This design comes from an exercise in tuning for small area on the open sky130 flow, not from production work.
In this exercise RTL edits were held to simulation tests only and were not proved equivalent to the original.
Power figures rest on the tool's default switching activity, not on a simulated workload.

Setup of rev 12:
==> flow/design.v <==
module mips_ctrl_regs #(
  parameter int NREG  = 32,
  parameter int WIDTH = 32
) (
  input  logic             clk,
  input  logic             rst_b,
  input  logic [5:0]       dcd_op,
  input  logic [5:0]       dcd_funct2,
  input  logic [4:0]       rs_num,
  input  logic [4:0]       rt_num,
  input  logic [4:0]       rd_num,
  input  logic [WIDTH-1:0] rd_data,
  input  logic [WIDTH-1:0] pc,
  input  logic             halted,
  input  logic             IBE,
  input  logic             DBE,
  input  logic             Ov,
  input  logic             BP,
  input  logic             AdEL_inst,
  input  logic             AdEL_data,
  input  logic             AdES,
  input  logic             CpU,
  output logic [WIDTH-1:0] rs_data,
  output logic [WIDTH-1:0] rt_data,
  output logic             ctrl_we,
  output logic             ctrl_Sys,
  output logic             ctrl_RI,
  output logic [3:0]       alu__sel,
  output logic             alu__src,
  output logic             mem_to_reg,
  output logic [1:0]       ins_type,
  output logic             imm_sign,
  output logic             is_shift,
  output logic [2:0]       mem_read_bytes,
  output logic [2:0]       mem_write_bytes,
  output logic [3:0]       mem_write_en,
  output logic             exception_halt,
  output logic             load_ex_regs,
  output logic             load_bva,
  output logic             load_bva_sel,
  output logic [4:0]       cause
);
  localparam logic [3:0] ALU_ADD = 4'd0, ALU_ADDU = 4'd1, ALU_SUB = 4'd2, ALU_SUBU = 4'd3,
                         ALU_AND = 4'd4, ALU_OR = 4'd5, ALU_XOR = 4'd6, ALU_SRL = 4'd7,
                         ALU_SRA = 4'd8, ALU_SLL = 4'd9;
  localparam logic [1:0] T_R = 2'd0, T_I = 2'd1, T_J = 2'd2;
  always_comb begin
    ctrl_we         = 1'b0;
    ctrl_Sys        = 1'b0;
    ctrl_RI         = 1'b0;
    alu__sel        = ALU_ADD;
    alu__src        = 1'b0;
    mem_to_reg      = 1'b0;
    ins_type        = T_R;
    imm_sign        = 1'b0;
    is_shift        = 1'b0;
    mem_read_bytes  = 3'd0;
    mem_write_bytes = 3'd0;
    mem_write_en    = 4'b0000;
    case (dcd_op)
      6'h00: case (dcd_funct2)
        6'h20: begin alu__sel = ALU_ADD;  ctrl_we = 1'b1; end
        6'h21: begin alu__sel = ALU_ADDU; ctrl_we = 1'b1; end
        6'h22: begin alu__sel = ALU_SUB;  ctrl_we = 1'b1; end
        6'h23: begin alu__sel = ALU_SUBU; ctrl_we = 1'b1; end
        6'h24: begin alu__sel = ALU_AND;  ctrl_we = 1'b1; end
        6'h25: begin alu__sel = ALU_OR;   ctrl_we = 1'b1; end
        6'h26: begin alu__sel = ALU_XOR;  ctrl_we = 1'b1; end
        6'h00: begin alu__sel = ALU_SLL; is_shift = 1'b1; ctrl_we = 1'b1; end
        6'h02: begin alu__sel = ALU_SRL; is_shift = 1'b1; ctrl_we = 1'b1; end
        6'h03: begin alu__sel = ALU_SRA; is_shift = 1'b1; ctrl_we = 1'b1; end
        6'h0C: ctrl_Sys = 1'b1;
        default: ctrl_RI = 1'b1;
      endcase
      6'h08, 6'h09, 6'h0C, 6'h0D, 6'h0E: begin
        ins_type = T_I;
        ctrl_we  = 1'b1;
        alu__src = 1'b1;
        case (dcd_op)
          6'h08:   begin alu__sel = ALU_ADD;  imm_sign = 1'b1; end
          6'h09:   begin alu__sel = ALU_ADDU; imm_sign = 1'b1; end
          6'h0C:   alu__sel = ALU_AND;
          6'h0D:   alu__sel = ALU_OR;
          default: alu__sel = ALU_XOR;
        endcase
      end
      6'h20, 6'h21, 6'h23, 6'h24, 6'h25: begin
        ins_type   = T_I;
        ctrl_we    = 1'b1;
        alu__src   = 1'b1;
        imm_sign   = 1'b1;
        mem_to_reg = 1'b1;
        case (dcd_op[1:0])
          2'd0:    mem_read_bytes = 3'd1;
          2'd1:    mem_read_bytes = 3'd2;
          default: mem_read_bytes = 3'd4;
        endcase
      end
      6'h28, 6'h29, 6'h2B: begin
        ins_type = T_I;
        alu__src = 1'b1;
        imm_sign = 1'b1;
        case (dcd_op[1:0])
          2'd0:    begin mem_write_bytes = 3'd1; mem_write_en = 4'b0001; end
          2'd1:    begin mem_write_bytes = 3'd2; mem_write_en = 4'b0011; end
          default: begin mem_write_bytes = 3'd4; mem_write_en = 4'b1111; end
        endcase
      end
      6'h02: ins_type = T_J;
      6'h03: begin ins_type = T_J; ctrl_we = 1'b1; end
      default: ctrl_RI = 1'b1;
    endcase
  end
  logic [NREG-1:1]            valid_q;
  logic [NREG-1:1][WIDTH-1:0] data_q;
  logic [NREG-1:1]            wen;
  logic [NREG-1:0]            rs_sel, rt_sel;
  always_comb begin
    for (int r = 1; r < NREG; r++) wen[r] = ctrl_we && (rd_num == 5'(r));
  end
  always_ff @(posedge clk or posedge rst_b) begin
    if (rst_b) valid_q <= '0;
    else       valid_q <= valid_q | wen;
  end
  logic [NREG-1:1]            nwen;
  logic [NREG-1:1][WIDTH-1:0] data_d;
  assign nwen = ~wen;
  for (genvar r = 1; r < NREG; r++) begin : g_wr
    for (genvar b = 0; b < WIDTH; b++) begin : g_b
      mips_ctrl_regs_wbit u_w (.we(wen[r]), .nwe(nwen[r]), .d(rd_data[b]), .q(data_q[r][b]),
                               .y(data_d[r][b]));
    end
  end
  always_ff @(posedge clk) data_q <= data_d;
  always_comb begin
    rs_sel[0] = 1'b0;
    rt_sel[0] = 1'b0;
    for (int r = 1; r < NREG; r++) begin
      rs_sel[r] = valid_q[r] && (rs_num == 5'(r));
      rt_sel[r] = valid_q[r] && (rt_num == 5'(r));
    end
  end
  for (genvar b = 0; b < WIDTH; b++) begin : g_rd
    logic [NREG-1:1] col;
    for (genvar r = 1; r < NREG; r++) begin : g_col
      assign col[r] = data_q[r][b];
    end
    mips_ctrl_regs_rdbit u_rs (.sel(rs_sel[NREG-1:1]), .d(col), .o(rs_data[b]));
    mips_ctrl_regs_rdbit u_rt (.sel(rt_sel[NREG-1:1]), .d(col), .o(rt_data[b]));
  end
  logic       exc_any, bva_c, bva_sel_c;
  logic [4:0] cause_c;
  logic       exc_halt_q, exc_halt_d;
  always_comb begin
    exc_any   = 1'b1;
    bva_c     = 1'b0;
    bva_sel_c = 1'b0;
    cause_c   = 5'd0;
    if      (AdEL_inst) begin cause_c = 5'd4; bva_c = 1'b1; end
    else if (IBE)       cause_c = 5'd6;
    else if (ctrl_RI)   cause_c = 5'd10;
    else if (CpU)       cause_c = 5'd11;
    else if (Ov)        cause_c = 5'd12;
    else if (BP)        cause_c = 5'd9;
    else if (AdEL_data) begin cause_c = 5'd4; bva_c = 1'b1; bva_sel_c = 1'b1; end
    else if (AdES)      begin cause_c = 5'd5; bva_c = 1'b1; bva_sel_c = 1'b1; end
    else if (DBE)       cause_c = 5'd7;
    else                exc_any = 1'b0;
    exc_halt_d = exc_halt_q | exc_any;
  end
  always_ff @(posedge clk or posedge rst_b) begin
    if (rst_b) exc_halt_q <= 1'b0;
    else       exc_halt_q <= exc_halt_d;
  end
  assign exception_halt = exc_halt_q;
  assign load_ex_regs   = exc_any & ~exc_halt_q;
  assign load_bva       = bva_c & ~exc_halt_q;
  assign load_bva_sel   = bva_sel_c;
  assign cause          = cause_c;
  logic unused_inputs;
  assign unused_inputs = halted ^ (^pc);
endmodule
module mips_ctrl_regs_rdbit (
  input  logic [31:1] sel,
  input  logic [31:1] d,
  output logic        o
);
  logic [10:0] y;
  for (genvar k = 0; k < 10; k++) begin : g_grp
    mips_ctrl_regs_aoi3 u (.s(sel[3*k+3:3*k+1]), .d(d[3*k+3:3*k+1]), .y(y[k]));
  end
  assign y[10] = ~(sel[31] & d[31]);
  assign o = ~&y;
endmodule
module mips_ctrl_regs_aoi3 (
  input  logic [2:0] s,
  input  logic [2:0] d,
  output logic       y
);
  assign y = ~|(s & d);
endmodule
module mips_ctrl_regs_wbit (
  input  logic we,
  input  logic nwe,
  input  logic d,
  input  logic q,
  output logic y
);
  assign y = (we & d) | (nwe & q);
endmodule
==> flow/config.mk <==
export PLATFORM = sky130hd
export DESIGN_NAME = mips_ctrl_regs
export DESIGN_NICKNAME = mips_ctrl_regs
export VERILOG_FILES = /design/flow/design.v
export SDC_FILE = /design/flow/constraint.sdc
export NUM_CORES = 4
export LEC_CHECK = 0
export CAP_MARGIN = 20
export CORE_MARGIN = 2
export CORE_UTILIZATION = 45
export PLACE_DENSITY = 0.6
export SLEW_MARGIN = 20
export SYNTH_HIERARCHICAL = 1
==> flow/constraint.sdc <==
create_clock -name core_clock -period 5.5 [get_ports {clk}]
set_input_delay 1.1000 -clock core_clock [delete_from_list [all_inputs] [get_ports {clk}]]
set_output_delay 1.1000 -clock core_clock [all_outputs]
set_load 0.01 [all_outputs]
standard.sh (not shown) runs the stock make flow with config.mk's settings and CLKGATE_MAP_FILE= SYNTH_SCRIPT=/design/flow/synth_recipe.tcl, a recipe that flattens the netlist after the stock synthesis.
==> flow/flow/run.sh <==
#!/bin/bash
set -euo pipefail
export BUFFER_PORTS_ARGS="-buffer_cell sky130_fd_sc_hd__buf_2"
export CTS_ARGS="-sink_clustering_enable -repair_clock_nets -dont_use_dummy_load -buf_list sky130_fd_sc_hd__clkbuf_8 -sink_clustering_size 15 -sink_clustering_max_diameter 70"
bash standard.sh > standard_flow.log 2>&1
### rev 12 -> rev 13
==> flow/flow/run.sh <==
#!/bin/bash
set -euo pipefail
export BUFFER_PORTS_ARGS="-buffer_cell sky130_fd_sc_hd__buf_2"
export CTS_ARGS="-sink_clustering_enable -repair_clock_nets -dont_use_dummy_load -buf_list sky130_fd_sc_hd__clkbuf_16 -sink_clustering_size 20 -sink_clustering_max_diameter 100"
bash standard.sh > standard_flow.log 2>&1
==> summary.txt <==
Smallest hold slack was lower in the run labelled rev 13.
Going from rev 12 to rev 13, the share of final layout cell area taken by clock buffers and inverters was found to have gone up by 0.77 points.
The run showing the greater insertion delay of the later-clocked pin in the worst-skew pair is rev 12.
Rev 12 → rev 13: final standard cell utilization of the core went up, clock share of power went up, power attributed to the clock group went up.

afterwards: timing with drivers on the ports:
In the flow no input, the clock included, has a driving cell. The finished layouts below were timed again as built, in two steps. Step 1 (the two cells are an assumption about what drives the block):
set clk [get_ports {clk}]
set_driving_cell -lib_cell sky130_fd_sc_hd__clkbuf_16 $clk
set_driving_cell -lib_cell sky130_fd_sc_hd__buf_2 [delete_from_list [all_inputs] $clk]
Step 2, shift: input delay + t, output delay - t, t = (earliest + latest rising clock arrival at the registers) / 2. This alone moves slack from input paths to output paths. a / b / c = no drivers / after step 1 / after step 2; a / b = the first two.
run | shift t [ns] | setup WS [ns] | worst hold slack (ns)
rev 12 | 0.772 | 0.317 / 0.151 / 0.151 | 0.493 / 0.453 / 0.493
rev 13 | 0.719 | 0.314 / 0.141 / 0.141 | 0.488 / 0.488 / 0.488
After both steps setup and hold are still met in every run listed. The setup slack of rev 13, which loses most, moves by -0.173 ns with the drivers and by -0.173 ns with both steps.
